From an optimization exercise on the open Yosys and OpenROAD flow, aimed at small area and a short achievable clock period; shortcuts taken in it are not production practice. In this exercise RTL edits were held to simulation tests only and were not proved equivalent to the original. Power is estimated from default activity; no workload was simulated.

<file path="flow/flow/run.sh">
#!/bin/bash
# Own layout flow: the standard layout (standard.sh), with the slow
# complex cells (three- and four-high transistor stacks, 4:1 muxes, 4-input
# OR/NOR) also marked don't-use, so synthesis and timing repair build the
# read multiplexer from faster cells. Make's full output goes to
# make_finish.log in the work folder; ORFS keeps each step's log under
# orfs/logs.
set -euo pipefail
DONT_USE=" sky130_fd_sc_hd__probe_p_8 sky130_fd_sc_hd__probec_p_8 sky130_fd_sc_hd__lpflow_bleeder_1 sky130_fd_sc_hd__lpflow_clkbufkapwr_1 sky130_fd_sc_hd__lpflow_clkbufkapwr_16 sky130_fd_sc_hd__lpflow_clkbufkapwr_2 sky130_fd_sc_hd__lpflow_clkbufkapwr_4 sky130_fd_sc_hd__lpflow_clkbufkapwr_8 sky130_fd_sc_hd__lpflow_clkinvkapwr_1 sky130_fd_sc_hd__lpflow_clkinvkapwr_16 sky130_fd_sc_hd__lpflow_clkinvkapwr_2 sky130_fd_sc_hd__lpflow_clkinvkapwr_4 sky130_fd_sc_hd__lpflow_clkinvkapwr_8 sky130_fd_sc_hd__lpflow_decapkapwr_12 sky130_fd_sc_hd__lpflow_decapkapwr_3 sky130_fd_sc_hd__lpflow_decapkapwr_4 sky130_fd_sc_hd__lpflow_decapkapwr_6 sky130_fd_sc_hd__lpflow_decapkapwr_8 sky130_fd_sc_hd__lpflow_inputiso0n_1 sky130_fd_sc_hd__lpflow_inputiso0p_1 sky130_fd_sc_hd__lpflow_inputiso1n_1 sky130_fd_sc_hd__lpflow_inputiso1p_1 sky130_fd_sc_hd__lpflow_inputisolatch_1 sky130_fd_sc_hd__lpflow_isobufsrc_1 sky130_fd_sc_hd__lpflow_isobufsrc_16 sky130_fd_sc_hd__lpflow_isobufsrc_2 sky130_fd_sc_hd__lpflow_isobufsrc_4 sky130_fd_sc_hd__lpflow_isobufsrc_8 sky130_fd_sc_hd__lpflow_isobufsrckapwr_16 sky130_fd_sc_hd__lpflow_lsbuf_lh_hl_isowell_tap_1 sky130_fd_sc_hd__lpflow_lsbuf_lh_hl_isowell_tap_2 sky130_fd_sc_hd__lpflow_lsbuf_lh_hl_isowell_tap_4 sky130_fd_sc_hd__lpflow_lsbuf_lh_isowell_4 sky130_fd_sc_hd__lpflow_lsbuf_lh_isowell_tap_1 sky130_fd_sc_hd__lpflow_lsbuf_lh_isowell_tap_2 sky130_fd_sc_hd__lpflow_lsbuf_lh_isowell_tap_4  sky130_fd_sc_hd__a2111o_1 sky130_fd_sc_hd__a2111o_2 sky130_fd_sc_hd__a2111o_4 sky130_fd_sc_hd__a2111oi_0 sky130_fd_sc_hd__a2111oi_1 sky130_fd_sc_hd__a2111oi_2 sky130_fd_sc_hd__a2111oi_4 sky130_fd_sc_hd__a221o_1 sky130_fd_sc_hd__a221o_2 sky130_fd_sc_hd__a221o_4 sky130_fd_sc_hd__a221oi_1 sky130_fd_sc_hd__a221oi_2 sky130_fd_sc_hd__a221oi_4 sky130_fd_sc_hd__a222oi_1 sky130_fd_sc_hd__a2bb2o_1 sky130_fd_sc_hd__a2bb2o_2 sky130_fd_sc_hd__a2bb2o_4 sky130_fd_sc_hd__a311o_1 sky130_fd_sc_hd__a311o_2 sky130_fd_sc_hd__a311o_4 sky130_fd_sc_hd__a311oi_1 sky130_fd_sc_hd__a311oi_2 sky130_fd_sc_hd__a311oi_4 sky130_fd_sc_hd__a31o_1 sky130_fd_sc_hd__a31o_2 sky130_fd_sc_hd__a31o_4 sky130_fd_sc_hd__a31oi_1 sky130_fd_sc_hd__a31oi_2 sky130_fd_sc_hd__a31oi_4 sky130_fd_sc_hd__a32o_1 sky130_fd_sc_hd__a32o_2 sky130_fd_sc_hd__a32o_4 sky130_fd_sc_hd__a32oi_1 sky130_fd_sc_hd__a32oi_2 sky130_fd_sc_hd__a32oi_4 sky130_fd_sc_hd__a41o_1 sky130_fd_sc_hd__a41o_2 sky130_fd_sc_hd__a41o_4 sky130_fd_sc_hd__a41oi_1 sky130_fd_sc_hd__a41oi_2 sky130_fd_sc_hd__a41oi_4 sky130_fd_sc_hd__mux4_1 sky130_fd_sc_hd__mux4_2 sky130_fd_sc_hd__mux4_4 sky130_fd_sc_hd__nor4_1 sky130_fd_sc_hd__nor4_2 sky130_fd_sc_hd__nor4_4 sky130_fd_sc_hd__o2111a_1 sky130_fd_sc_hd__o2111a_2 sky130_fd_sc_hd__o2111a_4 sky130_fd_sc_hd__o2111ai_1 sky130_fd_sc_hd__o2111ai_2 sky130_fd_sc_hd__o2111ai_4 sky130_fd_sc_hd__o221a_1 sky130_fd_sc_hd__o221a_2 sky130_fd_sc_hd__o221a_4 sky130_fd_sc_hd__o221ai_1 sky130_fd_sc_hd__o221ai_2 sky130_fd_sc_hd__o221ai_4 sky130_fd_sc_hd__o2bb2a_1 sky130_fd_sc_hd__o2bb2a_2 sky130_fd_sc_hd__o2bb2a_4 sky130_fd_sc_hd__o311a_1 sky130_fd_sc_hd__o311a_2 sky130_fd_sc_hd__o311a_4 sky130_fd_sc_hd__o311ai_0 sky130_fd_sc_hd__o311ai_1 sky130_fd_sc_hd__o311ai_2 sky130_fd_sc_hd__o311ai_4 sky130_fd_sc_hd__o31a_1 sky130_fd_sc_hd__o31a_2 sky130_fd_sc_hd__o31a_4 sky130_fd_sc_hd__o31ai_1 sky130_fd_sc_hd__o31ai_2 sky130_fd_sc_hd__o31ai_4 sky130_fd_sc_hd__o32a_1 sky130_fd_sc_hd__o32a_2 sky130_fd_sc_hd__o32a_4 sky130_fd_sc_hd__o32ai_1 sky130_fd_sc_hd__o32ai_2 sky130_fd_sc_hd__o32ai_4 sky130_fd_sc_hd__o41a_1 sky130_fd_sc_hd__o41a_2 sky130_fd_sc_hd__o41a_4 sky130_fd_sc_hd__o41ai_1 sky130_fd_sc_hd__o41ai_2 sky130_fd_sc_hd__o41ai_4 sky130_fd_sc_hd__or4_1 sky130_fd_sc_hd__or4_2 sky130_fd_sc_hd__or4_4  sky130_fd_sc_hd__nor4b_1 sky130_fd_sc_hd__nor4b_2 sky130_fd_sc_hd__nor4b_4 sky130_fd_sc_hd__nor4bb_1 sky130_fd_sc_hd__nor4bb_2 sky130_fd_sc_hd__nor4bb_4 sky130_fd_sc_hd__or4b_1 sky130_fd_sc_hd__or4b_2 sky130_fd_sc_hd__or4b_4 sky130_fd_sc_hd__or4bb_1 sky130_fd_sc_hd__or4bb_2 sky130_fd_sc_hd__or4bb_4 "
bash standard.sh "DONT_USE_CELLS=$DONT_USE" finish > make_finish.log 2>&1
</file>
<file path="flow/standard.sh">
#!/bin/bash
# synth_recipe.tcl (not shown) runs the flow's synth.tcl, then flattens the netlist and writes it again
# the make line also repeats each setting of config.mk as NAME=value (left out here)
make -C /OpenROAD-flow-scripts/flow DESIGN_CONFIG=/design/flow/config.mk WORK_HOME=/design/flow/orfs CLKGATE_MAP_FILE= SYNTH_SCRIPT=/design/flow/synth_recipe.tcl "${@:-finish}"
</file>
<file path="flow/config.mk">
export PLATFORM = sky130hd
export DESIGN_NAME = apb_slave_mem_top
export DESIGN_NICKNAME = apb_slave_mem_top
export VERILOG_FILES = /design/flow/design.v
export SDC_FILE = /design/flow/constraint.sdc
export NUM_CORES = 4
export LEC_CHECK = 0
export CAP_MARGIN = 20
export CORE_MARGIN = 2
export CORE_UTILIZATION = 65
export CTS_CLUSTER_DIAMETER = 80
export CTS_CLUSTER_SIZE = 30
export SETUP_SLACK_MARGIN = 2.7
export SLEW_MARGIN = 20
export SYNTH_HIERARCHICAL = 1
</file>
<file path="flow/constraint.sdc">
create_clock -name core_clock -period 5.0 [get_ports {PCLK}]
set_input_delay 1.0000 -clock core_clock [delete_from_list [all_inputs] [get_ports {PCLK}]]
set_output_delay 1.0000 -clock core_clock [all_outputs]
set_load 0.01 [all_outputs]
</file>
<file path="flow/design.v">
module soc_riscv_apb_wait_gen (
  input  logic [32*16-1:0] w_n_i,
  output logic [15:0]      w_o
);
  always_comb begin
    w_o = '0;
    for (int i = 0; i < 32; i++) w_o = w_o | ~w_n_i[16*i +: 16];
  end
endmodule
module soc_riscv_apb_slave_mem (
  input  logic [1:0]  sel_i,
  input  logic [15:0] w0_i,
  input  logic [15:0] w1_i,
  output logic [15:0] w_n_o
);
  assign w_n_o = ~((w0_i & {16{sel_i[0]}}) | (w1_i & {16{sel_i[1]}}));
endmodule
module apb_slave_mem_top (
  input  logic        PCLK,
  input  logic        PRESET,
  input  logic        PSEL,
  input  logic        PENABLE,
  input  logic [2:0]  PPROT,
  input  logic        PWRITE,
  input  logic [1:0]  PSTRB,
  input  logic [9:0]  PADDR,
  input  logic [15:0] PWDATA,
  output logic [15:0] PRDATA,
  output logic        PREADY,
  output logic        PSLVERR
);
  logic ph1_q, ph2_q, ph3_q, busy_q;
  logic ready_q, slverr_q;
  logic accept, go_resp, bus_err;
  logic [7:0] bus_ra, bus_rb;
  logic        wpend_q, wpend_d, wfire_q, wfire_d;
  logic [1:0]  wslot_q, wslot_d;
  logic [7:0]  wra_q, wra_d, wfa_q, wrb0_q, wrb1_q;
  logic [15:0] wdat_q;
  logic [1:0]  rot_q;
  logic [15:0] s0_q [64], s1_q [64], s2_q [64], s3_q [64];
  logic        rd_hit;
  logic [15:0] rd_word, rhold_q, rdata_q;
  logic unused_pprot;
  assign unused_pprot = ^{PPROT[2], PPROT[0], PADDR[0]};
  assign accept  = !busy_q && PSEL && !PENABLE;
  assign go_resp = ph3_q && PSEL;
  assign bus_err = PADDR[9] || (PADDR[8] && PPROT[1]);
  always_comb begin
    for (int i = 0; i < 8; i++) begin
      bus_ra[i] = (PADDR[5:3] == 3'(i));
      bus_rb[i] = (PADDR[8:6] == 3'(i));
    end
  end
  always_ff @(posedge PCLK or posedge PRESET) begin
    if (PRESET) begin
      ph1_q    <= 1'b0;
      ph2_q    <= 1'b0;
      ph3_q    <= 1'b0;
      busy_q   <= 1'b0;
      ready_q  <= 1'b0;
      slverr_q <= 1'b0;
    end else begin
      ph1_q    <= accept;
      ph2_q    <= ph1_q && PSEL;
      ph3_q    <= ph2_q && PSEL;
      busy_q   <= accept || ((ph1_q || ph2_q) && PSEL);
      ready_q  <= go_resp;
      slverr_q <= go_resp && bus_err;
    end
  end
  always_ff @(posedge PCLK) begin
    rot_q <= rot_q + 2'd1;
  end
  assign wpend_d = (go_resp && PWRITE && !bus_err) || (wpend_q && !wfire_q);
  assign wslot_d = go_resp ? PADDR[2:1] : wslot_q;
  assign wra_d   = go_resp ? bus_ra : wra_q;
  assign wfire_d = wpend_d && (rot_q + 2'd2 == wslot_d);
  always_ff @(posedge PCLK) begin
    wpend_q <= wpend_d;
    wfire_q <= wfire_d;
    wslot_q <= wslot_d;
    wra_q   <= wra_d;
    wfa_q   <= wra_d & {8{wfire_d}};
  end
  always_ff @(posedge PCLK) begin
    if (go_resp) begin
      wrb0_q <= bus_rb & {8{PSTRB[0]}};
      wrb1_q <= bus_rb & {8{PSTRB[1]}};
      wdat_q <= PWDATA;
    end
  end
  always_ff @(posedge PCLK) begin
    for (int r = 0; r < 64; r++) begin
      s3_q[r] <= s0_q[r];
      s2_q[r] <= s3_q[r];
      s1_q[r] <= s2_q[r];
      s0_q[r] <= s1_q[r];
      if (wfa_q[r % 8] && wrb0_q[r / 8]) s0_q[r][7:0]  <= wdat_q[7:0];
      if (wfa_q[r % 8] && wrb1_q[r / 8]) s0_q[r][15:8] <= wdat_q[15:8];
    end
  end
  assign rd_hit = (rot_q == PADDR[2:1]);
  logic [63:0]      rd_sel;
  logic [32*16-1:0] rd_pair_n;
  always_comb begin
    for (int r = 0; r < 64; r++) rd_sel[r] = bus_ra[r % 8] && bus_rb[r / 8];
  end
  for (genvar p = 0; p < 32; p++) begin : g_rd_pair
    soc_riscv_apb_slave_mem u_pair (
      .sel_i(rd_sel[2*p +: 2]),
      .w0_i (s0_q[2*p]),
      .w1_i (s0_q[2*p+1]),
      .w_n_o(rd_pair_n[16*p +: 16])
    );
  end
  soc_riscv_apb_wait_gen u_rd_or (
    .w_n_i(rd_pair_n),
    .w_o(rd_word)
  );
  always_ff @(posedge PCLK) begin
    rhold_q <= rd_hit ? (bus_err ? 16'h0000 : rd_word) : rdata_q;
    rdata_q <= rd_hit ? (bus_err ? 16'h0000 : rd_word) : rhold_q;
  end
  assign PREADY  = ready_q;
  assign PSLVERR = slverr_q;
  assign PRDATA  = rdata_q;
endmodule
</file>
==> impl_metrics.json, run 1 <==
{
  "crit_end": "rdata_q[7]$_DFF_P_",
  "grt_remaining_overflow": 0,
  "port-buffer-count": 50,
  "drive_gt1_share_pct": 29.3,
  "rrSetupSlack_ns": 2.71,
  "maxCapViolCount": 0,
  "hold_ws_ns": 0.321,
  "die_w_um": 409,
  "insertion_delay_ns": 0.84,
  "track_usage_pct": 25.9,
  "grt_pass1_wl_um": 317000,
  "status": "complete, no violations",
  "crit_slowest_cell": "nand4_1",
  "cts_tree": "built",
  "worstSetupStartpointType": "primary input",
  "grt_start_max_net_pins": 65,
  "dp.cells": 8609,
  "numCtsBuffers": 157,
  "start_util_pct": 65.4,
  "clock_sinks": 4188,
  "drt_iter0_drc": 3312,
  "clockBufferDepth": 3,
  "final_nets": 6747,
  "die_h_um": 409,
  "seq_area_frac_synth_pct": 79.0,
  "ir_drop_mv": 0.399,
  "ant_nets": 0,
  "relSlewSlack_pct": 24.6,
  "critPathLaunch": "PADDR[8]",
  "boundaryPins": 54,
  "cp.arrival_ns": 3.19,
  "clk_pin_slew_ns": 0.11,
  "crit_chain": "buf_8 > buf_8 > nand3_4 > buf_6 > nor2_4 > buf_12 > buf_4 > a22oi_2 > nand4_1 > nor2_4 > nand4_1 > a22o_1",
  "final_cells": 8924,
  "p_leak_nw": 46.5,
  "synth_area_um2": 107000,
  "rows": 148,
  "area_delta_synth_final_pct": 8.17,
  "power_density_nw_per_um2": 432,
  "worstSetupEndpointType": "register",
  "worstReg2RegStart": "wfa_q[0]$_DFF_P_",
  "fin_setup_tns_ns": 0,
  "syn_avg_cell_area_um2": 16.3,
  "yosys_warnings": 16,
  "slew_violations": 0,
  "crit_required_ns": 5.72,
  "cp_slowest_stage_delay_ns": 0.43,
  "grt_pass1_vias": 47700,
  "synth_cells": 6534,
  "wl_um": 218000,
  "rsz0062_at_grt": "yes",
  "die-area_um2": 167000,
  "path_delay_family": "simple AND/OR/NAND/NOR gates",
  "max_freq_mhz": 405,
  "vias_per_cell": 5.30,
  "dp.final_hpwl_um": 133000,
  "core-area_um2": 163000,
  "remaining_drc_errors": 0,
  "path_max_fanout": 8,
  "power_mw": 49.7,
  "finalHoldViolCount": 0,
  "hold_class": "register to register",
  "fin_crit_ns": 2.47,
  "firstDrtPassIters": 7,
  "clockRootBuffer": "clkbuf_16",
  "fin_skew_ns": 0.0236,
  "ys_ff_latch": 4188,
  "wl_per_cell_um": 24.5,
  "synth.net_count": 6570,
  "reg2reg_depth": 2,
  "min_from": "s2_q[9][7]$_DFF_P_",
  "tightestPinTransition_ns": 1.13,
  "cp.depth": 12,
  "path_buf_inv": 5,
  "num_vias": 47300,
  "antenna_found_initial": 13,
  "h-tree-depth": 4,
  "synth_cell_type_count": 39,
  "setup_viol": 0,
  "path_class": "primary input to register",
  "min_period_over_period_pct": 49.4,
  "rr_endpoint": "s0_q[48][7]$_DFF_P_",
  "gp_congestion": 0.793,
  "holdBufCountCts": 0
}
-- how the worst min path moves through the flow --
stage                           endpoint  cells past startpoint
finish                s1_q[9][7]$_DFF_P_                      0
global route         s2_q[30][7]$_DFF_P_                      0
global placement     s1_q[33][7]$_DFF_P_                      0
CTS                      ph3_q$_DFF_PP0_                      2
detailed placement  s1_q[27][15]$_DFF_P_                      0
floorplan             s1_q[0][0]$_DFF_P_                      0
-- synthesized netlist by cell type, drive strengths merged --
| master | number | share of area, % |
|---|---|---|
| a21bo | 1 | 0.0094 |
| a21o | 1 | 0.0071 |
| a21oi | 1 | 0.0047 |
| a22o | 32 | 0.26 |
| a22oi | 512 | 5.4 |
| and2 | 2 | 0.012 |
| and3 | 1 | 0.0059 |
| buf | 158 | 1.8 |
| clkbuf | 132 | 0.47 |
| dfrtp | 6 | 0.14 |
| dfxtp | 4150 | 78 |
| edfxtp | 32 | 0.90 |
| inv | 6 | 0.021 |
| mux2 | 1025 | 11 |
| nand2 | 142 | 0.51 |
| nand3 | 4 | 0.019 |
| nand3b | 6 | 0.042 |
| nand4 | 144 | 0.85 |
| nor2 | 149 | 0.53 |
| nor2b | 1 | 0.0059 |
| nor3b | 9 | 0.078 |
| o21ai | 9 | 0.056 |
| o22ai | 1 | 0.012 |
| or3 | 3 | 0.018 |
| or3b | 3 | 0.025 |
| xnor2 | 3 | 0.042 |
| xor2 | 1 | 0.0082 |
-- Yosys stat by module (local to each module, per instance) --
module	times used	flip-flops and latches	cells	area [µm²]
soc_riscv_apb_slave_mem	32	0	20	233
soc_riscv_apb_wait_gen	1	0	208	1140
apb_slave_mem_top	1	4188	5686	97900
-- what timing repair did --
action	in CTS	in global routing
setup buffers	71	43
resized for setup	344	32
gates cloned	3	1
pin swaps	90	67
setup endpoints to repair	258	50
-- worst reg2reg max path: stages (launching register included) --
cell	delay [ns]
dfxtp_2	1.03
nand2_1	0.68
mux2_2	0.48
-- placed cells by master (no fill, tap or decap), types with 4 or more instances in the layout --
| master | synthesis | final |
|---|---|---|
| inv_6 | 0 | 6 |
| dfrtp_1 | 6 | 6 |
| nor2_1 | 148 | 50 |
| clkdlybuf4s50_1 | 0 | 26 |
| a22oi_4 | 32 | 32 |
| buf_8 | 0 | 13 |
| a22oi_2 | 288 | 319 |
| o21ai_0 | 5 | 5 |
| buf_6 | 96 | 52 |
| buf_12 | 32 | 39 |
| nand2_4 | 1 | 4 |
| o21ai_2 | 4 | 4 |
| clkbuf_16 | 0 | 166 |
| edfxtp_1 | 32 | 32 |
| nand2_1 | 140 | 137 |
| dfxtp_1 | 4150 | 4126 |
| nand3b_1 | 6 | 6 |
| nand4_1 | 144 | 144 |
| a22oi_1 | 192 | 161 |
| buf_4 | 0 | 172 |
| clkbuf_1 | 132 | 18 |
| mux2_2 | 1024 | 1024 |
| diode_2 | 0 | 4 |
| nor3b_1 | 6 | 6 |
| dfxtp_4 | 0 | 21 |
| nor2_2 | 1 | 54 |
| nor2_4 | 0 | 45 |
| inv_1 | 6 | 5 |
| a22o_1 | 32 | 32 |
-- registers in the layout, indices dropped and copies added, names as in the netlist, 2 cells and up --
| register | cells |
|---|---|
| rdata_q | 16 |
| rot_q | 2 |
| wfa_q | 8 |
| s3_q | 1024 |
| s0_q | 1024 |
| wrb1_q | 8 |
| rhold_q | 16 |
| wdat_q | 16 |
| wrb0_q | 8 |
| s1_q | 1024 |
| wra_q | 8 |
| wslot_q | 2 |
| s2_q | 1024 |
-- layer usage --
layer	wire length (µm)	up-vias	track usage, %	share of wire, %
met5	40	-	0	0.018
met4	6240	6	7.69	2.9
met3	11500	275	5.34	5.3
met2	94900	834	38.9	43
met1	106000	23700	37.9	48
li1	-	22400	-	-
-- report_power, final --
group          switching, mW  total [mW]  internal, mW
combinational          0.262       0.456         0.194
clock                   9.38        15.5          6.11
sequential             0.119        33.8          33.7
total                   9.76        49.7          40.0
-- final cells by class --
class                   instances  area (µm²)
clock buffers                 185        4220
fillers                     10900       47600
inverters                       6        25.0
clock inverters                 8        87.6
well taps                    2175        2720
diodes                          4        10.0
multi-input cells            2050       20600
flip-flops and latches       4188       84300
repair buffers                308        3240
-- kinds of logic after synthesis --
kind of cell,Yosys count,synth area share (%)
buf+inv,296,2.24
simple gates,464,2.09
mux,1025,10.8
compound gates,557,5.73
flops,4188,79.0
xor+xnor,4,0.0505
-- per-stage QoR --
step           cell area (µm²)  worst slack, ns  util (%)
6_report                115000             2.53      70.8
5_1_grt                 115000             2.53      70.8
4_1_cts                 115000             2.53      70.5
3_5_place_dp            109000            0.460      66.8
3_3_place_gp            109000            0.507      66.8
2_1_floorplan           107000             2.49         -
==> run 2, diff against run 1 <==
--- a/flow/config.mk
+++ b/flow/config.mk
@@ -7,9 +7,9 @@
 export LEC_CHECK = 0
 export CAP_MARGIN = 20
 export CORE_MARGIN = 2
-export CORE_UTILIZATION = 65
-export CTS_CLUSTER_DIAMETER = 80
-export CTS_CLUSTER_SIZE = 30
-export SETUP_SLACK_MARGIN = 2.7
+export CORE_UTILIZATION = 70
+export CTS_CLUSTER_DIAMETER = 90
+export CTS_CLUSTER_SIZE = 34
+export SETUP_SLACK_MARGIN = 2.55
 export SLEW_MARGIN = 20
 export SYNTH_HIERARCHICAL = 1
==> run 2 against run 1 <==
Compared with the run above: flip-flop and latch count is the same; final area shrank 1.0%; still clean on timing, DRC and antenna; via count about the same; first-iteration DRC count shrank 9.3%; routed wire length shrank 2.5%; largest power group unchanged; critical endpoint is now rdata_q[8]$_DFF_P_.
==> impl_metrics.json, run 2 <==
{
  "status": "complete, no violations",
  "max_freq_mhz": 392,
  "die_w_um": 394,
  "drt_iter0_drc": 3003,
  "synth.net_count": 6570,
  "cts_tree": "built",
  "final_cells": 8732,
  "boundaryPins": 54,
  "finalHoldViolCount": 0,
  "rows": 143,
  "fin_crit_ns": 2.55,
  "path_max_fanout": 9,
  "dp.final_hpwl_um": 131000,
  "ant_nets": 0,
  "vias_per_cell": 5.41,
  "maxCapViolCount": 0,
  "ir_drop_mv": 0.360,
  "tightestPinTransition_ns": 1.20,
  "synthTopCellsByArea": "dfxtp_1 78%, mux2_2 11%, a22oi_2 3.4%, a22oi_1 1.4%, buf_6 1.0%",
  "switching_share_pct": 19.6,
  "core-area_um2": 152000,
  "min_path_cells": 0,
  "die_h_um": 394,
  "final_cell_mix": "4129 x dfxtp_1, 1024 x mux2_2, 307 x a22oi_2, 178 x buf_4, 173 x a22oi_1",
  "power_density_nw_per_um2": 430,
  "clk_pin_slew_ns": 0.12,
  "synth_cells": 6534,
  "seq_area_frac_synth_pct": 79.0,
  "holdBufCountCts": 0,
  "port-buffer-count": 50,
  "wl_per_cell_um": 24.4,
  "async_flop_share_pct": 0.143,
  "final_nets": 6698,
  "synth_cell_type_count": 39,
  "path_class": "primary input to register",
  "hold_class": "register to register",
  "crit_required_ns": 5.74,
  "rsz0062_at_grt": "yes",
  "min_from": "s2_q[27][2]$_DFF_P_",
  "insertion_delay_ns": 0.83,
  "drive_gt1_share_pct": 28.7,
  "clockRootBuffer": "clkbuf_16",
  "crit_slowest_cell": "nand4_1",
  "track_usage_pct": 27.1,
  "firstDrtPassIters": 5,
  "reg2reg_depth": 2,
  "start_util_pct": 70.3,
  "rr_endpoint": "s0_q[58][6]$_DFF_P_",
  "remaining_drc_errors": 0,
  "setup_viol": 0,
  "cp.arrival_ns": 3.29,
  "net-switching-power_mw": 9.61,
  "synth_top_cells_by_count": "4150 x dfxtp_1, 1024 x mux2_2, 288 x a22oi_2",
  "relSlewSlack_pct": 19.8,
  "clock_sinks": 4188,
  "fin_skew_ns": 0.0227,
  "syn_avg_cell_area_um2": 16.3,
  "synth_area_um2": 107000,
  "die-area_um2": 155000,
  "ys_ff_latch": 4188,
  "post-synth-top-count-cell": "dfxtp_1",
  "slew_violations": 0,
  "seqPwrFrac_pct": 68.9,
  "worstSetupStartpointType": "primary input",
  "worstSetupEndpointType": "register",
  "fin_setup_tns_ns": 0,
  "worstReg2RegStart": "wfa_q[2]$_DFF_P_",
  "numCtsBuffers": 141,
  "area_delta_synth_final_pct": 7.07,
  "synth_top_cell_by_area": "dfxtp_1",
  "wl_um": 213000,
  "yosys_warnings": 16,
  "clockBufferDepth": 3,
  "min_to": "s1_q[27][2]$_DFF_P_",
  "grt_remaining_overflow": 0,
  "p_leak_nw": 46.1,
  "p_int_mw": 39.4,
  "grt_start_max_net_pins": 65,
  "antenna_found_initial": 16,
  "synth_top_area_share_pct": 78.0,
  "layout_commonest_cell": "dfxtp_1",
  "grt_pass1_wl_um": 312000,
  "dp.cells": 8447,
  "h-tree-depth": 4,
  "p_comb_share_pct": 0.9,
  "cp_slowest_stage_delay_ns": 0.40,
  "fill_cells": 9297,
  "grt_pass1_vias": 47600,
  "num_vias": 47200,
  "rrSetupSlack_ns": 2.59,
  "crit_chain": "buf_6 > or3b_4 > buf_4 > nor2_4 > buf_12 > a22oi_2 > nand4_1 > nor2_4 > nand4_1 > a22o_1",
  "synth_edf_count": 32,
  "gp_congestion": 0.802,
  "synthFlopType": "dfxtp_1",
  "pwr-share-clk_pct": 30.2,
  "min_period_over_period_pct": 51.0
}
[run 2: cell types whose count changed in the layout (fill, tap and decap cells not counted), moves of 12 or more]
| cell | previous run | this run |
|---|---|---|
| buf_6 | 52 | 17 |
| nor2_4 | 45 | 64 |
| dfxtp_4 | 21 | 6 |
| clkbuf_16 | 166 | 152 |
| a22oi_1 | 161 | 173 |
| a22oi_2 | 319 | 307 |
| dfxtp_2 | 3 | 15 |
[run 2: logic make-up after synthesis]
kind of cell,after synthesis,synth area share [%]
AOI/OAI and AO/OA,557,5.73
and+or+nand+nor,464,2.09
muxes,1025,10.8
xor gates and xnor gates,4,0.0505
buffers and inverters,296,2.24
DFF,4188,79.0
[run 2: final cells by class]
cell class,count,area [µm²],share of cell area [%]
Sequential cell,4188,84200,73.9
Antenna cell,7,17.5,0.0154
Clock inverter,7,81.3,0.0713
Clock buffer,169,3850,3.37
Multi-Input combinational cell,2052,20700,18.1
Timing Repair Buffer,273,2620,2.30
Inverter,6,25.0,0.0219
Tap cell,2030,2540,2.23
[run 2: Yosys stat by module, one instance, submodules excluded]
module / flops+latches / times used / cells inside / area [µm²]
soc_riscv_apb_wait_gen: 0 / 1 / 208 / 1140
apb_slave_mem_top: 4188 / 1 / 5686 / 97900
soc_riscv_apb_slave_mem: 0 / 32 / 20 / 233
[run 2: metrics by stage]
step	instance area [µm²]	setup WS [ns]	hold slack, ns	util (%)	power (mW)
after global routing	114000	2.54	0.326	75.2	50.4
after floorplan	107000	2.49	0.310	-	34.8
final	114000	2.45	0.327	75.2	49.1
after CTS	113000	2.53	0.310	74.9	49.2
after detailed placement	108000	0.368	0.312	71.5	34.9
after global placement	108000	0.471	0.309	71.5	34.9
[run 2: worst max-delay path by stage]
| stage | start | depth (start not counted) | to | slack [ns] |
|---|---|---|---|---|
| floorplan | PADDR[7] | 11 | rdata_q[5]$_DFF_P_ | 2.49 |
| global placement | PADDR[3] | 9 | rhold_q[11]$_DFF_P_ | 0.47 |
| detailed placement | PADDR[3] | 9 | rdata_q[11]$_DFF_P_ | 0.37 |
| CTS | PADDR[8] | 10 | rdata_q[11]$_DFF_P_ | 2.53 |
| global route | PADDR[4] | 11 | rhold_q[12]$_DFF_P_ | 2.54 |
| finish | PADDR[7] | 10 | rdata_q[8]$_DFF_P_ | 2.45 |
[run 2: routing by layer]
| layer | global-route usage [%] | up-vias | share of wire (%) |
|---|---|---|---|
| met4 | 6.44 | 0 | 2.0 |
| met5 | 0 | - | 0 |
| li1 | - | 22400 | - |
| met2 | 41.4 | 860 | 44 |
| met1 | 41.1 | 23800 | 49 |
| met3 | 3.79 | 213 | 4.6 |
[run 2: repair_timing]
item | in CTS | in global routing
gates cloned | 3 | 2
endpoints found under the setup margin | 69 | 33
setup buffers | 66 | 31
pin swaps | 54 | 31
resized for setup | 265 | 54
[run 2: power groups by stage]
stage	combinational [mW]	clock [mW]	sequential (mW)
3_5_place_dp	0.370	0	34.6
2_1_floorplan	0.241	0	34.5
5_1_grt	0.457	16.1	33.9
3_3_place_gp	0.364	0	34.6
6_report	0.439	14.8	33.8
4_1_cts	0.416	15.0	33.8
[run 2: critical path: cells and delay by family]
kind	cells	cell delay, ns
buf+inv	3	0.45
simple gates	5	1.42
compound gates	2	0.38
==> run 3, diff against run 2 <==
--- a/flow/config.mk
+++ b/flow/config.mk
@@ -7,9 +7,9 @@
 export LEC_CHECK = 0
 export CAP_MARGIN = 20
 export CORE_MARGIN = 2
-export CORE_UTILIZATION = 70
-export CTS_CLUSTER_DIAMETER = 90
-export CTS_CLUSTER_SIZE = 34
-export SETUP_SLACK_MARGIN = 2.55
+export CORE_UTILIZATION = 72
+export CTS_CLUSTER_DIAMETER = 80
+export CTS_CLUSTER_SIZE = 30
+export SETUP_SLACK_MARGIN = 3.0
 export SLEW_MARGIN = 20
 export SYNTH_HIERARCHICAL = 1
==> run 3 against run 2 <==
Compared with the run above: largest cell class unchanged; synthesized area unchanged; highest routed layer is now met5; critical endpoint is now rdata_q[5]$_DFF_P_; still clean; global-route usage increased by 1.4 points; clock-buffer cell count increased by 14; power increased by 0.92%; critical path type unchanged; routed wire length rose by 2.0%; sequential share of layout area shrank 0.43 points.
==> impl_metrics.json, run 3 <==
{
  "cts_tree": "built",
  "synthTopCellsByArea": "dfxtp_1 78%, mux2_2 11%, a22oi_2 3.4%, a22oi_1 1.4%, buf_6 1.0%",
  "grt_remaining_overflow": 0,
  "finalHoldViolCount": 0,
  "use_met2_pct": 44.2,
  "tightestPinTransition_ns": 1.12,
  "synth_cell_type_count": 39,
  "rsz0062_at_grt": "yes",
  "clock_sinks": 4188,
  "synth_top_area_share_pct": 78.0,
  "synth_top_cell_by_area": "dfxtp_1",
  "firstDrtPassIters": 7,
  "power_mw": 49.5,
  "synth_top_cells_by_count": "4150 x dfxtp_1, 1024 x mux2_2, 288 x a22oi_2",
  "fin_skew_ns": 0.0218,
  "min_period_over_period_pct": 51.3,
  "area_delta_synth_final_pct": 7.74,
  "ys_ff_latch": 4188,
  "num_vias": 47900,
  "worstReg2RegStart": "wfa_q[7]$_DFF_P_",
  "layout_commonest_cell": "dfxtp_1",
  "crit_required_ns": 5.70,
  "insertion_delay_ns": 0.82,
  "p_leak_nw": 46.4,
  "grt_use_met3_pct": 4.05,
  "critPathLaunch": "PADDR[4]",
  "dp.final_hpwl_um": 131000,
  "clk_pin_slew_ns": 0.11,
  "min_from": "s2_q[41][1]$_DFF_P_",
  "die-area_um2": 151000,
  "multiInputGateArea_um2": 20700,
  "dp.cells": 8338,
  "track_usage_pct": 28.5,
  "vias_per_cell": 5.53,
  "ant_nets": 0,
  "core-area_um2": 147000,
  "fin_setup_tns_ns": 0,
  "synth_edf_count": 32,
  "path_max_fanout": 5,
  "power_density_nw_per_um2": 431,
  "drt_iter0_drc": 2989,
  "ir_drop_mv": 0.461,
  "worstSetupEndpointType": "register",
  "max_freq_mhz": 390,
  "fill_cells": 8542,
  "maxCapViolCount": 0,
  "synth_area_um2": 107000,
  "met1_usage_pct": 42.3,
  "slew_violations": 0,
  "final_cells": 8658,
  "wl_um": 217000,
  "clockBufferDepth": 3,
  "synth_cells": 6534,
  "grt_pass1_vias": 48500,
  "rows": 141,
  "seq_area_frac_synth_pct": 79.0,
  "status": "complete, no violations",
  "async_flop_share_pct": 0.143,
  "drive_gt1_share_pct": 29.2,
  "fin_crit_ns": 2.56,
  "cp.arrival_ns": 3.27,
  "wl_per_cell_um": 25.1,
  "numCtsBuffers": 157,
  "h-tree-depth": 4,
  "final_cell_mix": "4126 x dfxtp_1, 1024 x mux2_2, 316 x a22oi_2, 164 x a22oi_1, 163 x clkbuf_16",
  "seqCellArea_um2": 84300,
  "path_class": "primary input to register",
  "grt_busiest_layer": "met2",
  "syn_avg_cell_area_um2": 16.3,
  "antenna_found_initial": 11,
  "synth.net_count": 6570,
  "post-synth-top-count-cell": "dfxtp_1",
  "die_h_um": 389,
  "remaining_drc_errors": 0,
  "worstSetupStartpointType": "primary input",
  "boundaryPins": 54,
  "final_nets": 6727,
  "grt_start_max_net_pins": 65,
  "clockRootBuffer": "clkbuf_16",
  "gp_congestion": 0.813,
  "setup_viol": 0,
  "start_util_pct": 72.3,
  "port-buffer-count": 50,
  "die_w_um": 389,
  "holdBufCountCts": 0,
  "hold_class": "register to register",
  "synthFlopType": "dfxtp_1",
  "yosys_warnings": 16,
  "relSlewSlack_pct": 25.1,
  "grt_pass1_wl_um": 318000
}
==> run 3: worst max-delay path, stage by stage <==
cell and delay [ns]:
buf_8 0.10, or3b_4 0.36, buf_12 0.16, nor2_4 0.06
buf_12 0.16, buf_4 0.14, a22oi_4 0.14, nand4_1 0.34
nor2_2 0.29, buf_6 0.16, nand4_1 0.12, a22o_1 0.20
==> run 3: path summary, 6_finish.rpt <==
kind	to	slack (ns)	cells after the start
max in group asynchronous	ready_q$_DFF_PP0_	4.42	2
worst max-delay path	rdata_q[5]$_DFF_P_	2.44	12
worst min register to register	s1_q[41][1]$_DFF_P_	0.32	0
min in group asynchronous	busy_q$_DFF_PP0_	0.39	2
worst min-delay path	s1_q[41][1]$_DFF_P_	0.32	0
worst max register to register	s0_q[23][9]$_DFF_P_	3.01	3
==> run 3: timing repair <==
item / in CTS / in global routing
gates resized for setup: 386 / 31
setup buffers: 94 / 21
endpoints found under the setup margin: 769 / 50
pin swaps: 92 / 60
endpoints found under the hold margin: 0 / 0
cloned: 7 / 2
==> run 3: power breakdown <==
part | switching [mW] | leakage (nW) | total [mW] | internal, mW
registers | 0.120 | 33.8 | 33.8 | 33.7
clock network | 9.29 | 2.06 | 15.2 | 5.95
logic | 0.272 | 10.5 | 0.474 | 0.202
total | 9.68 | 46.4 | 49.5 | 39.8
==> run 3: kinds of logic (layout without fill, tap and decap cells) <==
logic type / Yosys count / in the layout / synth area share, %
buffers and inverters: 296 / 481 / 2.24
xor gates and xnor gates: 4 / 4 / 0.0505
AOI/OAI and AO/OA: 557 / 557 / 5.73
DFF: 4188 / 4188 / 79.0
and+or+nand+nor: 464 / 468 / 2.09
other: 0 / 5 / 0
muxes: 1025 / 1025 / 10.8
==> run 3: cell type report <==
type / count / area share [%]
diodes: 5 / 0.0109
repair buffers: 283 / 2.67
repair inverters: 1 / 0.00654
flip-flops and latches: 4188 / 73.4
clock buffers: 183 / 3.60
inverters: 6 / 0.0229
clock inverters: 8 / 0.0698
well taps: 1930 / 2.10
multi-input cells: 2054 / 18.1
==> run 3: Yosys stat by module, one instance, submodules excluded <==
| module | cell area, µm² | flip-flops and latches |
|---|---|---|
| soc_riscv_apb_slave_mem | 233 | 0 |
| soc_riscv_apb_wait_gen | 1140 | 0 |
| apb_slave_mem_top | 97900 | 4188 |
==> run 3: layer usage <==
layer	up-vias	part of all wire (%)
li1	22400	-
met1	24100	48
met2	1011	45
met3	278	4.9
met4	10	2.7
met5	-	0.029
==> run 3: through the flow <==
step | utilization [%] | cell area (µm²) | setup WS [ns] | hold WS [ns]
5_1_grt | 77.9 | 115000 | 2.48 | 0.333
6_report | 77.9 | 115000 | 2.44 | 0.320
3_5_place_dp | 73.4 | 108000 | 0.468 | 0.312
4_1_cts | 77.6 | 114000 | 2.54 | 0.319
3_3_place_gp | 73.4 | 108000 | 0.531 | 0.310
2_1_floorplan | - | 107000 | 2.49 | 0.310
==> run 4, diff against run 3 <==
--- a/flow/config.mk
+++ b/flow/config.mk
@@ -7,7 +7,7 @@
 export LEC_CHECK = 0
 export CAP_MARGIN = 20
 export CORE_MARGIN = 2
-export CORE_UTILIZATION = 72
+export CORE_UTILIZATION = 58
 export CTS_CLUSTER_DIAMETER = 80
 export CTS_CLUSTER_SIZE = 30
 export SETUP_SLACK_MARGIN = 3.0
==> run 4 against run 3 <==
Compared with the run above: still clean on timing, DRC and antenna; hold slack got worse by 0.00072 ns; sequential share of layout area decreased by 0.59 points; non-clock buffer count fell by 9; highest routed layer is now met4.
==> impl_metrics.json, run 4 <==
{
  "fin_crit_ns": 2.45,
  "cp.arrival_ns": 3.19,
  "area_delta_synth_final_pct": 8.59,
  "die_h_um": 433,
  "grt_busiest_layer": "met2",
  "grt_pass1_wl_um": 322000,
  "grt_pass1_vias": 48100,
  "cts_tree": "built",
  "path_max_fanout": 8,
  "clockRootBuffer": "clkbuf_16",
  "async_flop_share_pct": 0.143,
  "synth_edf_count": 32,
  "grt_remaining_overflow": 0,
  "multiInputGateArea_um2": 21000,
  "drive_gt1_share_pct": 29.8,
  "crit_required_ns": 5.74,
  "post-synth-top-count-cell": "dfxtp_1",
  "synthTopCellsByArea": "dfxtp_1 78%, mux2_2 11%, a22oi_2 3.4%, a22oi_1 1.4%, buf_6 1.0%",
  "track_usage_pct": 23.4,
  "final_nets": 6719,
  "synth.net_count": 6570,
  "synth_top_cell_by_area": "dfxtp_1",
  "pwr-share-clk_pct": 31.4,
  "rsz0062_at_grt": "yes",
  "met1_usage_pct": 34.4,
  "gp_congestion": 0.787,
  "rows": 157,
  "syn_avg_cell_area_um2": 16.3,
  "status": "complete, no violations",
  "hold_class": "register to register",
  "boundaryPins": 54,
  "ir_drop_mv": 0.341,
  "final_cell_mix": "4126 x dfxtp_1, 1024 x mux2_2, 344 x a22oi_2, 172 x clkbuf_16, 144 x nand4_1",
  "grt_start_max_net_pins": 55,
  "tightestPinTransition_ns": 0.986,
  "insertion_delay_ns": 0.85,
  "setup_viol": 0,
  "numCtsBuffers": 158,
  "num_vias": 46900,
  "worstReg2RegStart": "wfa_q[5]$_DFF_P_",
  "worstSetupEndpointType": "register",
  "holdBufCountCts": 0,
  "min_from": "s3_q[2][1]$_DFF_P_",
  "firstDrtPassIters": 5,
  "min_to": "s2_q[2][1]$_DFF_P_",
  "diodes": 0,
  "synth_top_cells_by_count": "4150 x dfxtp_1, 1024 x mux2_2, 288 x a22oi_2",
  "rrSetupSlack_ns": 2.99,
  "clockBufferDepth": 3,
  "synth_cell_type_count": 39,
  "relSlewSlack_pct": 34.2,
  "power_mw": 50.0,
  "worstSetupStartpointType": "primary input",
  "dp.final_hpwl_um": 137000,
  "finalHoldViolCount": 0,
  "switching_share_pct": 19.7,
  "vias_per_cell": 5.15,
  "fill_cells": 13500,
  "start_util_pct": 58.3,
  "remaining_drc_errors": 0,
  "seqPwrFrac_pct": 67.6,
  "p_int_mw": 40.1,
  "synth_top_area_share_pct": 78.0,
  "min_period_over_period_pct": 48.9,
  "wl_um": 220000,
  "maxCapViolCount": 0,
  "drt_iter0_drc": 2927,
  "antenna_found_initial": 10,
  "net-switching-power_mw": 9.85,
  "synth_top_family_by_area": "multiplexers",
  "reg2reg_depth": 3,
  "min_path_cells": 0,
  "max_freq_mhz": 409,
  "synth_adder_area_share_pct": 0,
  "die-area_um2": 187000,
  "core-area_um2": 183000,
  "synthFlopType": "dfxtp_1",
  "synthMuxAreaShare_pct": 10.8,
  "p_leak_nw": 46.5,
  "h-tree-depth": 4,
  "clk_pin_slew_ns": 0.11,
  "synth_cells": 6534,
  "fin_skew_ns": 0.0363,
  "fin_setup_tns_ns": 0,
  "yosys_warnings": 16,
  "seqCellArea_um2": 84300,
  "seq_area_frac_synth_pct": 79.0,
  "path_class": "primary input to register",
  "rr_endpoint": "s0_q[29][9]$_DFF_P_",
  "die_w_um": 433,
  "power_density_nw_per_um2": 432,
  "wl_per_cell_um": 24.1,
  "slew_violations": 0,
  "clock_sinks": 4188,
  "synth-xor-area-share_pct": 0.0505,
  "synth-compound-area-share_pct": 5.73,
  "ys_ff_latch": 4188,
  "port-buffer-count": 50,
  "grt_use_met3_pct": 2.70,
  "layout_commonest_cell": "dfxtp_1",
  "synthSimpleGateAreaFrac_pct": 2.09,
  "p_comb_share_pct": 1.0,
  "use_met2_pct": 36.7,
  "synth_area_um2": 107000,
  "ant_nets": 0
}
run 4: changes by cell type in the layout (fill, tap and decap cells not counted), sizes merged, moves of 3 or more:
cell    change
clkbuf     +13
diode       -5
buf        -10
clkinv      +3
run 4: worst max-delay path by stage:
stage | start | end | slack (ns) | cells past startpoint
after CTS | rdata_q[15]$_DFF_P_ | PRDATA[15] | 2.50 | 1
after detailed placement | PADDR[7] | rhold_q[1]$_DFF_P_ | 0.56 | 9
after global routing | rdata_q[15]$_DFF_P_ | PRDATA[15] | 2.53 | 1
after floorplan | PADDR[7] | rdata_q[5]$_DFF_P_ | 2.49 | 11
final | PADDR[3] | rhold_q[9]$_DFF_P_ | 2.55 | 12
after global placement | PADDR[5] | rhold_q[15]$_DFF_P_ | 0.60 | 9
run 4: metrics by stage:
step	std cells	area [µm²]	hold slack (ns)	utilization [%]	setup slack (ns)
6_report	9112	116000	0.319	63.3	2.55
5_1_grt	9112	116000	0.323	63.3	2.53
4_1_cts	9091	115000	0.285	63.1	2.50
3_5_place_dp	8805	109000	0.312	59.6	0.561
3_3_place_gp	8804	109000	0.310	59.6	0.602
2_1_floorplan	6534	107000	0.310	-	2.49
run 4: final cells by class:
cell class	instances	share of cell area, %
tap	2385	2.58
timing repair buffer	274	2.59
clock buffer	194	3.76
clock inverter	10	0.0703
inverter	6	0.0227
multi-input combinational	2055	18.1
sequential	4188	72.9
run 4: power by group through the flow:
stage	Sequential, mW	Combinational (mW)	Clock, mW
floorplan	34.5	0.242	0
global placement	34.6	0.371	0
detailed placement	34.6	0.379	0
CTS	33.8	0.465	16.1
global route	33.8	0.507	17.2
finish	33.8	0.484	15.7
run 4: critical path, cell delays in order:
cell and delay, ns:
buf_12 0.09, nand3b_1 0.12, buf_6 0.14, buf_12 0.14
nor2_4 0.05, buf_12 0.14, a22oi_2 0.22, nand4_1 0.47
nor2_2 0.30, buf_6 0.16, nand4_1 0.11, a22o_1 0.20
run 4: per-layer routing:
metal  wire length, µm  share of wire (%)
met1            109000                 50
met3              6170                2.8
met5                 0                  0
met4              6540                3.0
met2             98200                 45
run 4: what timing repair did:
action                     in CTS  in global routing
buffers inserted               74                 18
setup endpoints to repair     641                106
pin swaps                     121                 95
gates cloned                    8                  3
resized for setup             410                 62
run 4: modules after synthesis, one instance, submodules excluded:
module                   area (µm²)  times used  cells
apb_slave_mem_top             97900           1   5686
soc_riscv_apb_wait_gen         1140           1    208
soc_riscv_apb_slave_mem         233          32     20
run 4: cell families after synthesis:
kind of cell	after synthesis
xor+xnor	4
flops	4188
buf+inv	296
compound gates	557
simple gates	464
mux	1025
==> run 5, diff against run 4 <==
--- a/flow/config.mk
+++ b/flow/config.mk
@@ -7,7 +7,7 @@
 export LEC_CHECK = 0
 export CAP_MARGIN = 20
 export CORE_MARGIN = 2
-export CORE_UTILIZATION = 58
+export CORE_UTILIZATION = 65
 export CTS_CLUSTER_DIAMETER = 80
 export CTS_CLUSTER_SIZE = 30
 export SETUP_SLACK_MARGIN = 3.0
==> run 5 against run 4 <==
Compared with the run above: sequential share of layout area decreased by 0.25 points; largest power group unchanged; global-route usage increased by 2.2 points; non-clock buffer count increased by 107; highest routed layer is now met5; via count increased by 1.3%; sequential power about the same; register-to-register slack improved by 0.04 ns; power decreased by 0.56%; cell count decreased by 1.2%; clock power about the same; routed wire length decreased by 2.0%.
==> impl_metrics.json, run 5 <==
{
  "min_period_over_period_pct": 48.2,
  "h-tree-depth": 4,
  "boundaryPins": 54,
  "clockBufferDepth": 3,
  "cp.depth": 1,
  "synthFlopType": "dfxtp_1",
  "synth_top_cells_by_count": "4150 x dfxtp_1, 1024 x mux2_2, 288 x a22oi_2",
  "worstSetupStartpointType": "register",
  "final_nets": 6824,
  "insertion_delay_ns": 0.84,
  "reg2reg_depth": 5,
  "rows": 148,
  "setup_viol": 0,
  "fin_crit_ns": 2.41,
  "core-area_um2": 163000,
  "dp.cells": 8608,
  "post-synth-top-count-cell": "dfxtp_1",
  "synth_edf_count": 32,
  "holdBufCountCts": 0,
  "antenna_found_initial": 8,
  "yosys_warnings": 16,
  "crit_chain": "buf_6",
  "synth_top_area_share_pct": 78.0,
  "tightestPinTransition_ns": 1.06,
  "wl_um": 215000,
  "numCtsBuffers": 157,
  "relSlewSlack_pct": 29.1,
  "crit_required_ns": 4.00,
  "p_leak_nw": 47.0,
  "drive_gt1_share_pct": 30.3,
  "maxCapViolCount": 0,
  "grt_pass1_vias": 48600,
  "ant_nets": 0,
  "die-area_um2": 167000,
  "fin_setup_tns_ns": 0,
  "grt_start_max_net_pins": 64,
  "final_cell_mix": "4126 x dfxtp_1, 1024 x mux2_2, 331 x a22oi_2, 235 x buf_4, 166 x clkbuf_16",
  "die_h_um": 409,
  "track_usage_pct": 25.6,
  "max_freq_mhz": 415,
  "synth_cells": 6534,
  "synthTopCellsByArea": "dfxtp_1 78%, mux2_2 11%, a22oi_2 3.4%, a22oi_1 1.4%, buf_6 1.0%",
  "synth_area_um2": 107000,
  "path_delay_family": "flip-flops",
  "layout_commonest_cell": "dfxtp_1",
  "ys_ff_latch": 4188,
  "grt_pass1_wl_um": 319000,
  "final_cells": 9001,
  "seq_area_frac_synth_pct": 79.0,
  "synth_cell_type_count": 39,
  "critPathLaunch": "rdata_q[7]$_DFF_P_",
  "dpl_worst_slack_ns": 0.405,
  "rrSetupSlack_ns": 3.03,
  "path_class": "register to primary output",
  "fin_skew_ns": 0.0329,
  "clockRootBuffer": "clkbuf_16",
  "worstReg2RegStart": "rot_q[1]$_DFF_P_",
  "rsz0062_at_grt": "yes",
  "grt_remaining_overflow": 0,
  "setup_ws_ns": 2.59,
  "remaining_drc_errors": 0,
  "ir_drop_mv": 0.374,
  "syn_avg_cell_area_um2": 16.3,
  "port-buffer-count": 50,
  "cp.arrival_ns": 1.41,
  "dp.final_hpwl_um": 132000,
  "postLayoutCoreUtil_pct": 71.3,
  "rr_endpoint": "rdata_q[8]$_DFF_P_",
  "vias_per_cell": 5.28,
  "die_w_um": 409,
  "num_vias": 47500,
  "path_max_fanout": 2,
  "power_density_nw_per_um2": 428,
  "worstSetupEndpointType": "primary output",
  "clk_pin_slew_ns": 0.12,
  "cts_tree": "built",
  "status": "complete, no violations",
  "cp_slowest_stage_delay_ns": 0.45,
  "hold_class": "register to register",
  "crit_end": "PRDATA[7]",
  "crit_slowest_cell": "dfxtp_4",
  "gp_congestion": 0.794,
  "wl_per_cell_um": 23.9,
  "drt_iter0_drc": 3055,
  "async_flop_share_pct": 0.143,
  "slew_violations": 0,
  "finalHoldViolCount": 0,
  "start_util_pct": 65.4,
  "path_buf_inv": 1,
  "synth.net_count": 6570,
  "area_delta_synth_final_pct": 8.97,
  "synth_top_cell_by_area": "dfxtp_1",
  "clock_sinks": 4188,
  "firstDrtPassIters": 5
}
[run 5: metal layers]
metal | GRT usage (%) | share of wire, % | vias to the layer above
met5 | 0 | 0.017 | -
met3 | 3.98 | 4.3 | 247
met1 | 37.8 | 49 | 23900
met4 | 5.61 | 2.2 | 6
met2 | 40.2 | 45 | 741
li1 | - | - | 22600
[run 5: power by group]
group / internal [mW] / switching (mW)
clock network: 6.04 / 9.36
logic: 0.217 / 0.275
registers: 33.7 / 0.119
total: 39.9 / 9.76
[run 5: repair_timing]
action	CTS	global route
endpoints found under the hold margin	0	0
buffers inserted	132	57
cloned	6	1
pin swaps	125	64
setup endpoints to repair	781	56
gates resized for setup	357	42
[run 5: Yosys stat by module, one instance, submodules excluded]
module	cells	cell area, µm²	flip-flops and latches	copies in the design
soc_riscv_apb_slave_mem	20	233	0	32
soc_riscv_apb_wait_gen	208	1140	0	1
apb_slave_mem_top	5686	97900	4188	1
[run 5: worst min path at each step]
stage / start / to / cells past startpoint
3_3_place_gp: s3_q[30][10]$_DFF_P_ / s2_q[30][10]$_DFF_P_ / 0
3_5_place_dp: s2_q[15][13]$_DFF_P_ / s1_q[15][13]$_DFF_P_ / 0
5_1_grt: s3_q[19][14]$_DFF_P_ / s2_q[19][14]$_DFF_P_ / 0
2_1_floorplan: s2_q[0][0]$_DFF_P_ / s1_q[0][0]$_DFF_P_ / 0
6_report: s2_q[18][13]$_DFF_P_ / s1_q[18][13]$_DFF_P_ / 0
4_1_cts: s3_q[19][14]$_DFF_P_ / s2_q[19][14]$_DFF_P_ / 0
[run 5: cell type report]
cell class	count	area [µm²]
Sequential cell	4188	84300
Fill cell	10700	46700
Multi-Input combinational cell	2054	20800
Clock buffer	186	4210
Timing Repair Buffer	381	3940
Tap cell	2175	2720
Clock inverter	7	68.8
Inverter	6	26.3
Antenna cell	4	10.0
[run 5: cells by family after synthesis]
group,synth area share (%)
buffers and inverters,2.24
XOR/XNOR,0.0505
AO/OA/AOI/OAI,5.73
AND/OR/NAND/NOR,2.09
flip-flops,79.0
multiplexers,10.8
[run 5: stage by stage]
| stage | instance area (µm²) | hold slack, ns | total power [mW] |
|---|---|---|---|
| floorplan | 107000 | 0.310 | 34.8 |
| global placement | 109000 | 0.310 | 34.9 |
| detailed placement | 109000 | 0.312 | 34.9 |
| CTS | 115000 | 0.325 | 49.9 |
| global route | 116000 | 0.330 | 51.2 |
| finish | 116000 | 0.320 | 49.7 |
==> run 6, diff against run 5 <==
--- a/flow/config.mk
+++ b/flow/config.mk
@@ -13,3 +13,4 @@
 export SETUP_SLACK_MARGIN = 3.0
 export SLEW_MARGIN = 20
 export SYNTH_HIERARCHICAL = 1
+export TNS_END_PERCENT = 20
==> run 6 against run 5 <==
Compared with the run above: still clean; largest power group unchanged; core utilization fell by 0.42 points; clock skew decreased by 0.0078 ns; synthesized cell count unchanged; global-route usage decreased by 0.32 points; final area shrank 0.59%; flip-flop and latch count is the same; critical path depth grew 11; non-clock buffer count shrank 86; routed wire length fell by 1.0%; via count fell by 0.76%; setup slack worse by 0.073 ns; first-iteration DRC count up 2.2%.
==> impl_metrics.json, run 6 <==
{
  "port-buffer-count": 50,
  "min_period_over_period_pct": 49.7,
  "syn_avg_cell_area_um2": 16.3,
  "synth.net_count": 6570,
  "relSlewSlack_pct": 23.2,
  "wl_per_cell_um": 23.9,
  "synth_top_cell_by_area": "dfxtp_1",
  "ys_ff_latch": 4188,
  "seq_area_frac_synth_pct": 79.0,
  "crit_slowest_cell": "nor2_4",
  "post-synth-top-count-cell": "dfxtp_1",
  "final_nets": 6734,
  "fin_setup_tns_ns": 0,
  "synth_top_cells_by_count": "4150 x dfxtp_1, 1024 x mux2_2, 288 x a22oi_2",
  "async_flop_share_pct": 0.143,
  "tightestPinTransition_ns": 1.15,
  "grt_pass1_wl_um": 313000,
  "ant_nets": 0,
  "path_class": "primary input to register",
  "finalHoldViolCount": 0,
  "synthTopCellsByArea": "dfxtp_1 78%, mux2_2 11%, a22oi_2 3.4%, a22oi_1 1.4%, buf_6 1.0%",
  "insertion_delay_ns": 0.83,
  "path_max_fanout": 8,
  "rsz0062_at_grt": "yes",
  "worstSetupStartpointType": "primary input",
  "area_delta_synth_final_pct": 8.33,
  "clk_pin_slew_ns": 0.11,
  "maxCapViolCount": 0,
  "path_buf_inv": 5,
  "crit_required_ns": 5.74,
  "layout_commonest_cell": "dfxtp_1",
  "synth_cell_type_count": 39,
  "cp.arrival_ns": 3.22,
  "drive_gt1_share_pct": 29.3,
  "cp_slowest_stage_delay_ns": 0.35,
  "slew_violations": 0,
  "boundaryPins": 54,
  "die_w_um": 409,
  "setup_viol": 0,
  "core-area_um2": 163000,
  "synth_cells": 6534,
  "crit_chain": "buf_8 > or3b_4 > buf_6 > nor2_4 > buf_12 > buf_12 > a22oi_2 > nand4_1 > nor2_4 > buf_6 > nand4_1 > a22o_1",
  "vias_per_cell": 5.29,
  "clockBufferDepth": 3,
  "firstDrtPassIters": 7,
  "hold_class": "register to register",
  "grt_start_max_net_pins": 65,
  "synthFlopType": "dfxtp_1",
  "fin_crit_ns": 2.48,
  "worstReg2RegStart": "wfa_q[5]$_DFF_P_",
  "postLayoutCoreUtil_pct": 70.9,
  "rows": 148,
  "start_util_pct": 65.4,
  "numCtsBuffers": 157,
  "hold_ws_ns": 0.315,
  "h-tree-depth": 4,
  "clock_sinks": 4188,
  "fin_skew_ns": 0.0251,
  "track_usage_pct": 25.3,
  "num_vias": 47200,
  "synth_area_um2": 107000,
  "drt_iter0_drc": 3123,
  "worstSetupEndpointType": "register",
  "path_delay_family": "simple AND/OR/NAND/NOR gates",
  "die-area_um2": 167000,
  "grt_pass1_vias": 48100,
  "remaining_drc_errors": 0,
  "max_freq_mhz": 402,
  "holdBufCountCts": 0,
  "min_from": "s3_q[18][12]$_DFF_P_",
  "fin_area_um2": 115000,
  "grt_remaining_overflow": 0,
  "status": "complete, no violations",
  "die_h_um": 409,
  "cts_tree": "built",
  "placed_cell_area_um2": 109000,
  "clockRootBuffer": "clkbuf_16",
  "antenna_found_initial": 13,
  "p_leak_nw": 46.5,
  "gp_congestion": 0.784,
  "synth_edf_count": 32,
  "synth_top_area_share_pct": 78.0,
  "critPathLaunch": "PADDR[4]",
  "ir_drop_mv": 0.435,
  "dp.final_hpwl_um": 130000,
  "final_cell_mix": "4126 x dfxtp_1, 1024 x mux2_2, 328 x a22oi_2, 167 x clkbuf_16, 152 x a22oi_1",
  "wl_um": 213000,
  "yosys_warnings": 16,
  "power_density_nw_per_um2": 430
}
run 6: cell counts after synthesis:
Identical to the previous run, type by type.
run 6: worst register-to-register path: cells and delay by family, from the launching register on:
kind	cells	cell delay [ns]
flip-flops	1	0.73
AND/OR/NAND/NOR	1	0.45
buffers and inverters	1	0.44
multiplexers	1	0.41
run 6: worst paths after layout:
kind	to	slack [ns]	cells after the start
max	rdata_q[10]$_DFF_P_	2.52	12
min	s2_q[18][12]$_DFF_P_	0.32	0
max reg2reg	s0_q[37][7]$_DFF_P_	2.87	3
min reg2reg	s2_q[18][12]$_DFF_P_	0.32	0
max in group asynchronous	ph3_q$_DFF_PP0_	4.10	2
min in group asynchronous	ready_q$_DFF_PP0_	0.51	2
run 6: metal layers:
| layer | track usage, % | vias up | part of all wire (%) |
|---|---|---|---|
| met4 | 7.39 | 10 | 2.7 |
| met3 | 4.61 | 273 | 4.8 |
| met5 | 0 | - | 0.029 |
| met1 | 37.1 | 23700 | 48 |
| li1 | - | 22400 | - |
| met2 | 38.5 | 784 | 44 |
run 6: metrics by stage:
step / power (mW) / std cells / worst slack [ns]
2_1_floorplan: 34.8 / 6534 / 2.49
3_3_place_gp: 34.9 / 8615 / 0.300
3_5_place_dp: 34.9 / 8615 / 0.242
4_1_cts: 49.9 / 8886 / 2.50
5_1_grt: 51.2 / 8908 / 2.52
6_report: 49.7 / 8912 / 2.52
run 6: kinds of logic after synthesis:
family,share of synthesized area [%]
DFF,79.0
muxes,10.8
AOI/OAI and AO/OA,5.73
and+or+nand+nor,2.09
buffers and inverters,2.24
xor gates and xnor gates,0.0505
run 6: power by group:
| group | switching (mW) | internal [mW] |
|---|---|---|
| clock | 9.33 | 6.08 |
| sequential | 0.117 | 33.7 |
| combinational | 0.258 | 0.195 |
run 6: area by class of cell:
type,count,area (µm²)
Sequential cell,4188,84300
Fill cell,10800,47400
Multi-Input combinational cell,2050,20700
Clock buffer,187,4240
Timing Repair Buffer,295,3320
Tap cell,2175,2720
Clock inverter,7,62.6
Inverter,6,30.0
Antenna cell,4,10.0
run 6: modules after synthesis (local to each module, per instance):
module	flops+latches	cell area, µm²	cells	copies in the design
apb_slave_mem_top	4188	97900	5686	1
soc_riscv_apb_wait_gen	0	1140	208	1
soc_riscv_apb_slave_mem	0	233	20	32
run 6: repair_timing:
item | in CTS | in global routing
setup endpoints to repair | 809 | 348
cloned | 5 | 1
setup buffers | 72 | 21
pin swaps | 116 | 69
gates resized for setup | 396 | 42
==> run 7, diff against run 6 <==
--- a/flow/config.mk
+++ b/flow/config.mk
@@ -8,9 +8,8 @@
 export CAP_MARGIN = 20
 export CORE_MARGIN = 2
 export CORE_UTILIZATION = 65
-export CTS_CLUSTER_DIAMETER = 80
-export CTS_CLUSTER_SIZE = 30
+export CTS_CLUSTER_DIAMETER = 60
+export CTS_CLUSTER_SIZE = 36
 export SETUP_SLACK_MARGIN = 3.0
 export SLEW_MARGIN = 20
 export SYNTH_HIERARCHICAL = 1
-export TNS_END_PERCENT = 20
==> run 7 against run 6 <==
Compared with the run above: power grew 6.0%; die area is the same; via count grew 1.8%; clock skew grew 0.011 ns; routed wire length grew 3.1%; critical path depth is the same; final area grew 3.2%; register-to-register slack gained 0.16 ns; global-route usage grew 0.63 points; critical endpoint is now rdata_q[6]$_DFF_P_; largest cell class unchanged; highest routed layer is now met4.
==> impl_metrics.json, run 7 <==
{
  "path_class": "primary input to register",
  "fin_setup_tns_ns": 0,
  "insertion_delay_ns": 0.87,
  "synth_top_family_by_area": "multiplexers",
  "remaining_drc_errors": 0,
  "core-area_um2": 163000,
  "firstDrtPassIters": 5,
  "syn_avg_cell_area_um2": 16.3,
  "drt_iter0_drc": 3180,
  "slew_violations": 0,
  "synth_adder_area_share_pct": 0,
  "grt_use_met3_pct": 3.81,
  "grt_pass1_vias": 49000,
  "fin_skew_ns": 0.0362,
  "area_delta_synth_final_pct": 11.8,
  "synth_cells": 6534,
  "post-synth-top-count-cell": "dfxtp_1",
  "synthTopCellsByArea": "dfxtp_1 78%, mux2_2 11%, a22oi_2 3.4%, a22oi_1 1.4%, buf_6 1.0%",
  "clk_pin_slew_ns": 0.12,
  "final_nets": 6886,
  "synth_area_um2": 107000,
  "seq_area_frac_synth_pct": 79.0,
  "final_cell_mix": "4126 x dfxtp_1, 1024 x mux2_2, 373 x a22oi_2, 211 x buf_4, 180 x clkbuf_16",
  "status": "complete, no violations",
  "die-area_um2": 167000,
  "max_freq_mhz": 406,
  "antenna_found_initial": 6,
  "p_leak_nw": 48.2,
  "finalHoldViolCount": 0,
  "grt_pass1_wl_um": 322000,
  "synth_top_cells_by_count": "4150 x dfxtp_1, 1024 x mux2_2, 288 x a22oi_2",
  "synth-xor-area-share_pct": 0.0505,
  "grt_remaining_overflow": 0,
  "holdBufCountCts": 0,
  "ir_drop_mv": 0.443,
  "die_h_um": 409,
  "hold_class": "register to register",
  "synth-compound-area-share_pct": 5.73,
  "vias_per_cell": 5.24,
  "met1_usage_pct": 38.4,
  "synth.net_count": 6570,
  "setup_viol": 0,
  "clockBufferDepth": 3,
  "fin_crit_ns": 2.46,
  "dp.final_hpwl_um": 132000,
  "die_w_um": 409,
  "synth_edf_count": 32,
  "layout_commonest_cell": "dfxtp_1",
  "ant_nets": 0,
  "numCtsBuffers": 169,
  "final_cells": 9172,
  "num_vias": 48100,
  "port-buffer-count": 50,
  "boundaryPins": 54,
  "power_mw": 52.7,
  "synth_top_cell_by_area": "dfxtp_1",
  "clock_sinks": 4188,
  "h-tree-depth": 4,
  "ys_ff_latch": 4188,
  "power_density_nw_per_um2": 442,
  "synthFlopType": "dfxtp_1",
  "fill_cells": 10300,
  "rows": 148,
  "worstSetupStartpointType": "primary input",
  "relSlewSlack_pct": 29.8,
  "synthMuxAreaShare_pct": 10.8,
  "clockRootBuffer": "clkbuf_16",
  "wl_um": 220000,
  "cts_tree": "built",
  "track_usage_pct": 25.9,
  "maxCapViolCount": 0,
  "gp_congestion": 0.794,
  "async_flop_share_pct": 0.143,
  "crit_required_ns": 5.76,
  "path_max_fanout": 8,
  "grt_start_max_net_pins": 64,
  "synthSimpleGateAreaFrac_pct": 2.09,
  "tightestPinTransition_ns": 1.05,
  "worstSetupEndpointType": "register",
  "drive_gt1_share_pct": 32.8,
  "min_period_over_period_pct": 49.3,
  "yosys_warnings": 16,
  "cp.arrival_ns": 3.23,
  "start_util_pct": 65.4,
  "synth_cell_type_count": 39,
  "use_met2_pct": 40.3,
  "rsz0062_at_grt": "yes",
  "synth_top_area_share_pct": 78.0,
  "dp.cells": 8608,
  "wl_per_cell_um": 23.9,
  "grt_busiest_layer": "met2"
}
==> run 7: cell counts after synthesis <==
Identical to the previous run, type by type.
==> run 7: kinds of logic after synthesis <==
family	after synthesis
DFF	4188
muxes	1025
AOI/OAI and AO/OA	557
and+or+nand+nor	464
buffers and inverters	296
xor gates and xnor gates	4
==> run 7: critical path, cell delays in order <==
cell     delay [ns]
buf_12         0.11
buf_4          0.13
nand3_4        0.10
buf_4          0.16
nor2_4         0.05
buf_4          0.17
buf_4          0.16
a22oi_2        0.19
nand4_1        0.43
nor2_1         0.36
nand4_1        0.15
a22o_1         0.20
==> run 7: worst paths after layout <==
path / slack [ns] / cells after the start / start / to
min reg2reg: 0.31 / 0 / s2_q[14][1]$_DFF_P_ / s1_q[14][1]$_DFF_P_
max in group asynchronous: 4.46 / 2 / PRESET / ph3_q$_DFF_PP0_
max reg2reg: 3.03 / 3 / wfa_q[2]$_DFF_P_ / s0_q[2][13]$_DFF_P_
min: 0.31 / 0 / s2_q[14][1]$_DFF_P_ / s1_q[14][1]$_DFF_P_
max: 2.54 / 12 / PADDR[3] / rdata_q[6]$_DFF_P_
min in group asynchronous: 0.34 / 2 / PRESET / ph1_q$_DFF_PP0_
==> run 7: stage by stage <==
stage          setup slack [ns]  hold WS (ns)  util [%]  instance area (µm²)
2_1_floorplan              2.49         0.310         -               107000
3_3_place_gp              0.454         0.310      66.7               109000
6_report                   2.54         0.312      73.2               119000
5_1_grt                    2.53         0.319      73.2               119000
3_5_place_dp              0.405         0.312      66.8               109000
4_1_cts                    2.53         0.290      72.5               118000
==> run 7: area by class of cell <==
class	count	area [µm²]	share of cell area, %
tap	2175	2720	2.28
clock buffer	192	4510	3.79
sequential	4188	84300	70.7
multi-input combinational	2061	21200	17.8
clock inverter	124	1630	1.37
inverter	6	26.3	0.0221
antenna	2	5.00	0.00420
timing repair buffer	424	4790	4.02
==> run 7: metal layers <==
metal | part of all wire, % | vias up
met4 | 2.3 | 0
met2 | 45 | 762
met5 | 0 | -
li1 | - | 22900
met3 | 3.9 | 272
met1 | 49 | 24100
==> run 7: Yosys stat by module, one instance, submodules excluded <==
module,flip-flops and latches,copies in the design,cells inside
soc_riscv_apb_slave_mem,0,32,20
soc_riscv_apb_wait_gen,0,1,208
apb_slave_mem_top,4188,1,5686
==> run 7: power by group <==
group | switching [mW] | internal (mW)
logic | 0.297 | 0.247
clock network | 10.9 | 7.44
registers | 0.121 | 33.7
total | 11.3 | 41.4
==> run 7: what timing repair did <==
item,4_1_cts,5_1_grt
setup endpoints to repair,796,59
gates resized for setup,430,99
gates cloned,15,7
setup buffers,160,64
pin swaps,169,137

[afterwards: timing with drivers on the ports]
How much do the figures lean on ideal ports? The routed layouts below were timed once more, with nothing changed but the port constraints.
Step 1 assumes that a clkbuf_16 drives the clock port and a buf_2 every other input.
Step 2 also shifts input and output timing later by t, the mid clock arrival at the registers, as if the neighbouring blocks saw the same clock.
Three values: ideal, step 1, step 2; two values: the first two.
| run | t, ns | setup slack, ns | worst hold slack (ns) | cell pins on the clock port's net |
|---|---|---|---|---|
| run 1 | 0.913 | 2.531 / 2.485 / 1.601 | 0.321 / 0.307 / 0.321 | 1 |
| run 2 | 0.907 | 2.452 / 2.469 / 1.562 | 0.327 / 0.288 / 0.327 | 1 |
| run 3 | 0.883 | 2.437 / 2.429 / 1.546 | 0.320 / 0.320 / 0.320 | 1 |
| run 4 | 0.913 | 2.553 / 2.429 / 1.516 | 0.319 / 0.287 / 0.319 | 1 |
| run 5 | 0.895 | 2.588 / 2.513 / 1.622 | 0.320 / 0.320 / 0.320 | 1 |
| run 6 | 0.899 | 2.515 / 2.437 / 1.537 | 0.315 / 0.315 / 0.315 | 1 |
| run 7 | 0.934 | 2.537 / 2.448 / 1.514 | 0.312 / 0.282 / 0.312 | 1 |
After both steps setup and hold are still met in every run listed. For run 4, which loses most, drivers alone change the setup slack by -0.124 ns; drivers and shift together by -1.037 ns.
